Source: an optimization exercise on an open RTL-to-GDS flow (aim: small area, a short achievable clock period and few clock cycles per item). Production flows keep margins and buffers that such runs may drop. RTL that was checked went through simulation tests only; none was proved equivalent to the original. The clock port is modelled as an ideal driver, which makes a skipped or thinned clock tree look cheaper than it is; a real chip needs a root buffer or a tree. Power figures rest on the tool's default switching activity, not on a simulated workload.

== before ==
==> module encode_control, before the edit <==
module encode_control (
    input  logic                                clk,
    input  logic                                reset,
    input  logic                                head_valid,
    input  logic                                head_last,
    output logic                                adv,
    output logic                                last_byte,
    input  lzss_pkg::match_part_t               part,
    input  logic [7:0]                          lit_byte,
    output logic                                out_valid,
    input  logic                                out_ready,
    output lzss_pkg::codeword_t                 out_codeword,
    output logic [lzss_pkg::COUNT_WIDTH-1:0]    enc_num,
    output logic                                finish
);
    localparam int NS = lzss_pkg::NUM_SLOTS;
    logic           seen_last;
    logic [2:0]     pad_cnt;
    logic           flushing;
    logic [NS-1:0]  slot_real;
    logic signed [3:0] uncov;
    logic signed [3:0] uncov_next;
    logic              done_next;
    logic                   r_valid;
    lzss_pkg::match_part_t  r_part;
    logic [7:0]             r_lit;
    lzss_pkg::codeword_t    r_cw;
    logic [2:0]             r_len;
    logic [2:0]             skip;
    logic [2:0]             skip_next;
    logic                   skip_nz;
    logic                   push;
    logic                   room;
    logic [3:0]             r_hit;
    logic [1:0]           ocount;
    logic [1:0]           ocount_next;
    lzss_pkg::codeword_t  o1;
    lzss_pkg::codeword_t  o2;
    logic                 pop;
    match_finish u_finish (
        .part     (r_part),
        .lit_byte (r_lit),
        .cand     (r_cw),
        .cand_len (r_len)
    );
    assign last_byte = head_valid && head_last;
    always_comb begin
        for (int l = 0; l < 4; l++) begin
            r_hit[l] = |r_part.any[l];
        end
    end
    assign push = r_valid && !skip_nz;
    assign room = (ocount == 2'd0) || (ocount == 2'd1) || (ocount == 2'd2 && !push);
    assign adv  = (head_valid || flushing) && room;
    assign pop         = out_valid && out_ready;
    assign ocount_next = ocount + 2'(push) - 2'(pop);
    always_comb begin
        skip_next = skip;
        if (r_valid) begin
            if (skip_nz) begin
                skip_next = skip - 1'b1;
            end else begin
                skip_next = r_hit[3] ? 3'd4 :
                            r_hit[2] ? 3'd3 :
                            r_hit[1] ? 3'd2 :
                            r_hit[0] ? 3'd1 : 3'd0;
            end
        end
    end
    logic signed [3:0] u_minus [6];
    logic signed [3:0] u_plus1;
    logic [2:0]        nhits;
    always_comb begin
        for (int k = 0; k < 6; k++) begin
            u_minus[k] = uncov - 4'(k);
        end
        u_plus1 = uncov + 4'sd1;
        nhits   = r_hit[3] ? 3'd4 :
                  r_hit[2] ? 3'd3 :
                  r_hit[1] ? 3'd2 :
                  r_hit[0] ? 3'd1 : 3'd0;
        if (!push) begin
            uncov_next = (adv && head_valid) ? u_plus1 : uncov;
        end else if (adv && head_valid) begin
            uncov_next = u_minus[nhits];
        end else begin
            uncov_next = u_minus[nhits + 3'd1];
        end
        done_next = (uncov_next <= 4'sd0);
    end
    always_ff @(posedge clk or posedge reset) begin
        if (reset) begin
            seen_last <= 1'b0;
            flushing  <= 1'b0;
            pad_cnt   <= '0;
            slot_real <= '0;
            uncov     <= '0;
            r_valid   <= 1'b0;
            skip      <= '0;
            skip_nz   <= 1'b0;
            ocount    <= '0;
            out_valid <= 1'b0;
            enc_num   <= '0;
            finish    <= 1'b0;
        end else begin
            r_valid <= adv && slot_real[NS-1];
            if (adv) begin
                slot_real <= {slot_real[NS-2:0], head_valid};
                if (head_valid && head_last) begin
                    seen_last <= 1'b1;
                    flushing  <= 1'b1;
                end
                if (flushing) begin
                    pad_cnt <= pad_cnt + 1'b1;
                    if (pad_cnt == 3'(NS - 1)) begin
                        flushing <= 1'b0;
                    end
                end
            end
            uncov     <= uncov_next;
            skip      <= skip_next;
            skip_nz   <= (skip_next != 3'd0);
            ocount    <= ocount_next;
            out_valid <= (ocount_next != 2'd0);
            if (pop) begin
                enc_num <= enc_num + 1'b1;
            end
            if (seen_last && done_next && ocount_next == 2'd0) begin
                finish <= 1'b1;
            end
        end
    end
    always_ff @(posedge clk) begin
        r_part <= part;
        r_lit  <= lit_byte;
        if (pop || ocount == 2'd0) begin
            out_codeword <= (ocount == 2'd0 || (ocount == 2'd1 && push)) ? r_cw : o1;
        end
        if ((pop && ocount == 2'd2 && push) || (!pop && ocount == 2'd1 && push)) begin
            o1 <= r_cw;
        end else if (pop && ocount == 2'd3) begin
            o1 <= o2;
        end
        if ((pop && ocount == 2'd3 && push) || (!pop && ocount == 2'd2 && push)) begin
            o2 <= r_cw;
        end
    end
endmodule
export LEC_CHECK = 0
export CAP_MARGIN = 40
export CORE_MARGIN = 2
export CORE_UTILIZATION = 40
export SETUP_SLACK_MARGIN = 4.3
export SLEW_MARGIN = 20
create_clock -name core_clock -period 7.0 [get_ports {clk}]
standard.sh (not shown) runs the stock make flow with config.mk's settings and CLKGATE_MAP_FILE= SYNTH_SCRIPT=/design/flow/synth_recipe.tcl, a recipe that flattens the netlist after the stock synthesis.
==> flow/flow/run.sh <==
#!/bin/bash
# The standard layout, except in the cts step: flow/mycts.tcl, sourced there
# through ORFS's PRE_CTS_TCL hook, stands in for the clock_tree_synthesis
# command. It builds a three-level clock tree of clkbuf_16 over recursive
# bisection clusters of the flip-flops, and rebuilds the buffer tree of the
# history's advance enable the same way (flow/myfanout.tcl). Before that it
# moves each register that drives an output port next to the port's buffer
# (flow/pullout.tcl). The rest of the
# cts step (legalisation, timing repair) and all other steps are unchanged.
set -o pipefail
export PRE_CTS_TCL="$PWD/flow/mycts.tcl"
export MYCTS_LEAF=20
export MYCTS_MID=4
bash standard.sh finish > standard.log 2>&1
Other scripts of this flow, unchanged in this note and not shown: flow/flow/mycts.tcl, flow/flow/myfanout.tcl, flow/flow/pullout.tcl
#### Input delta (after over before)
--- a/flow/design.v
+++ b/flow/design.v
@@ -2,13 +2,13 @@
     localparam int WINDOW_SIZE = 256;
     localparam int MAX_MATCH   = 5;
     localparam int MIN_MATCH   = 2;
     localparam int NUM_LENGTHS = MAX_MATCH - MIN_MATCH + 1;
     localparam int COUNT_WIDTH = 12;
     localparam int NUM_SLOTS = MAX_MATCH;
-    localparam int PART_LEVEL  = 5;
+    localparam int PART_LEVEL  = 6;
     localparam int PART_BLOCKS = WINDOW_SIZE >> PART_LEVEL;
     typedef struct packed {
         logic [NUM_LENGTHS-1:0][PART_BLOCKS-1:0]                 any;
         logic [NUM_LENGTHS-1:0][PART_BLOCKS-1:0][PART_LEVEL-1:0] idx;
     } match_part_t;
     typedef struct packed {
@@ -280,12 +280,14 @@
     logic [2:0]             skip_next;
     logic                   skip_nz;
     logic                   push;
     logic                   room;
     logic [3:0]             r_hit;
     logic [1:0]           ocount;
+    lzss_pkg::codeword_t  o0_in;
+    logic                 o0_load;
     logic [1:0]           ocount_next;
     lzss_pkg::codeword_t  o1;
     lzss_pkg::codeword_t  o2;
     logic                 pop;
     match_finish u_finish (
         .part     (r_part),
@@ -300,12 +302,14 @@
         end
     end
     assign push = r_valid && !skip_nz;
     assign room = (ocount == 2'd0) || (ocount == 2'd1) || (ocount == 2'd2 && !push);
     assign adv  = (head_valid || flushing) && room;
     assign pop         = out_valid && out_ready;
+    assign o0_load     = pop || (ocount == 2'd0);
+    assign o0_in       = (ocount == 2'd0 || (ocount == 2'd1 && push)) ? r_cw : o1;
     assign ocount_next = ocount + 2'(push) - 2'(pop);
     always_comb begin
         skip_next = skip;
         if (r_valid) begin
             if (skip_nz) begin
                 skip_next = skip - 1'b1;
@@ -316,30 +320,41 @@
                             r_hit[0] ? 3'd1 : 3'd0;
             end
         end
     end
     logic signed [3:0] u_minus [6];
     logic signed [3:0] u_plus1;
-    logic [2:0]        nhits;
+    logic              in_pos;
+    assign in_pos = adv && head_valid;
     always_comb begin
         for (int k = 0; k < 6; k++) begin
             u_minus[k] = uncov - 4'(k);
         end
         u_plus1 = uncov + 4'sd1;
-        nhits   = r_hit[3] ? 3'd4 :
-                  r_hit[2] ? 3'd3 :
-                  r_hit[1] ? 3'd2 :
-                  r_hit[0] ? 3'd1 : 3'd0;
         if (!push) begin
-            uncov_next = (adv && head_valid) ? u_plus1 : uncov;
-        end else if (adv && head_valid) begin
-            uncov_next = u_minus[nhits];
+            uncov_next = in_pos ? u_plus1 : uncov;
+            done_next  = in_pos ? (uncov <= -4'sd1) : (uncov <= 4'sd0);
+        end else if (in_pos) begin
+            uncov_next = r_hit[3] ? u_minus[4] :
+                         r_hit[2] ? u_minus[3] :
+                         r_hit[1] ? u_minus[2] :
+                         r_hit[0] ? u_minus[1] : u_minus[0];
+            done_next  = r_hit[3] ? (uncov <= 4'sd4) :
+                         r_hit[2] ? (uncov <= 4'sd3) :
+                         r_hit[1] ? (uncov <= 4'sd2) :
+                         r_hit[0] ? (uncov <= 4'sd1) : (uncov <= 4'sd0);
         end else begin
-            uncov_next = u_minus[nhits + 3'd1];
+            uncov_next = r_hit[3] ? u_minus[5] :
+                         r_hit[2] ? u_minus[4] :
+                         r_hit[1] ? u_minus[3] :
+                         r_hit[0] ? u_minus[2] : u_minus[1];
+            done_next  = r_hit[3] ? (uncov <= 4'sd5) :
+                         r_hit[2] ? (uncov <= 4'sd4) :
+                         r_hit[1] ? (uncov <= 4'sd3) :
+                         r_hit[0] ? (uncov <= 4'sd2) : (uncov <= 4'sd1);
         end
-        done_next = (uncov_next <= 4'sd0);
     end
     always_ff @(posedge clk or posedge reset) begin
         if (reset) begin
             seen_last <= 1'b0;
             flushing  <= 1'b0;
             pad_cnt   <= '0;
@@ -380,14 +395,14 @@
             end
         end
     end
     always_ff @(posedge clk) begin
         r_part <= part;
         r_lit  <= lit_byte;
-        if (pop || ocount == 2'd0) begin
-            out_codeword <= (ocount == 2'd0 || (ocount == 2'd1 && push)) ? r_cw : o1;
+        if (o0_load) begin
+            out_codeword <= o0_in;
         end
         if ((pop && ocount == 2'd2 && push) || (!pop && ocount == 2'd1 && push)) begin
             o1 <= r_cw;
         end else if (pop && ocount == 2'd3) begin
             o1 <= o2;
         end
==> comparison <==
- after did not stop at any stage, and its layout met the timing, design-rule and antenna checks.
- Row global-route track usage on met2: after higher / before lower
- For post-route total power, before and after come out practically identical.
- ~same proportion of register bits with asynchronous set or reset after synthesis in before and after
- after ends up with a critical path depth that is 4 lower than in before.
- Synthesized cell count (higher): before
- In the tables for before and after, slew at the pin with the worst max-slew slack reads lower with after.
- For global-route usage, before and after come out practically identical.
- Higher filler cell count in the final layout was reported by after, not before.
Testbench counts of after, summed over its fixed seeds: cycles 8,778, bytes 8,594.
Function not checked in before: the RTL went through the layout flow alone. No run of this note takes its clock network from TritonCTS; it comes from the design's own scripts or RTL.

[re-timing with driven ports]
The flow's constraints put no driver on any port. The routed layouts listed below were extracted and timed again, unchanged, in two steps.
Step 1 assumes that a clkbuf_16 drives the clock port and a buf_2 every other input.
Step 2 also shifts input and output timing later by t, the mid clock arrival at the registers, as if the neighbouring blocks saw the same clock.
Three values: no drivers, after step 1, after step 2; two values: the first two.
| run | shift t [ns] | slack for setup (ns) | clock arrival spread, ns | slew at the worst register clock pin (ns) |
|---|---|---|---|---|
| before | 0.877 | 3.938 / 3.937 / 3.458 | 0.063 / 0.061 | 0.10 / 0.10 |
| after | 0.861 | 4.272 / 4.080 / 3.671 | 0.050 / 0.050 | 0.09 / 0.09 |
After both steps every run listed still meets setup and hold. The setup slack of after, which loses most, moves by -0.192 ns with the drivers and by -0.601 ns with both steps.
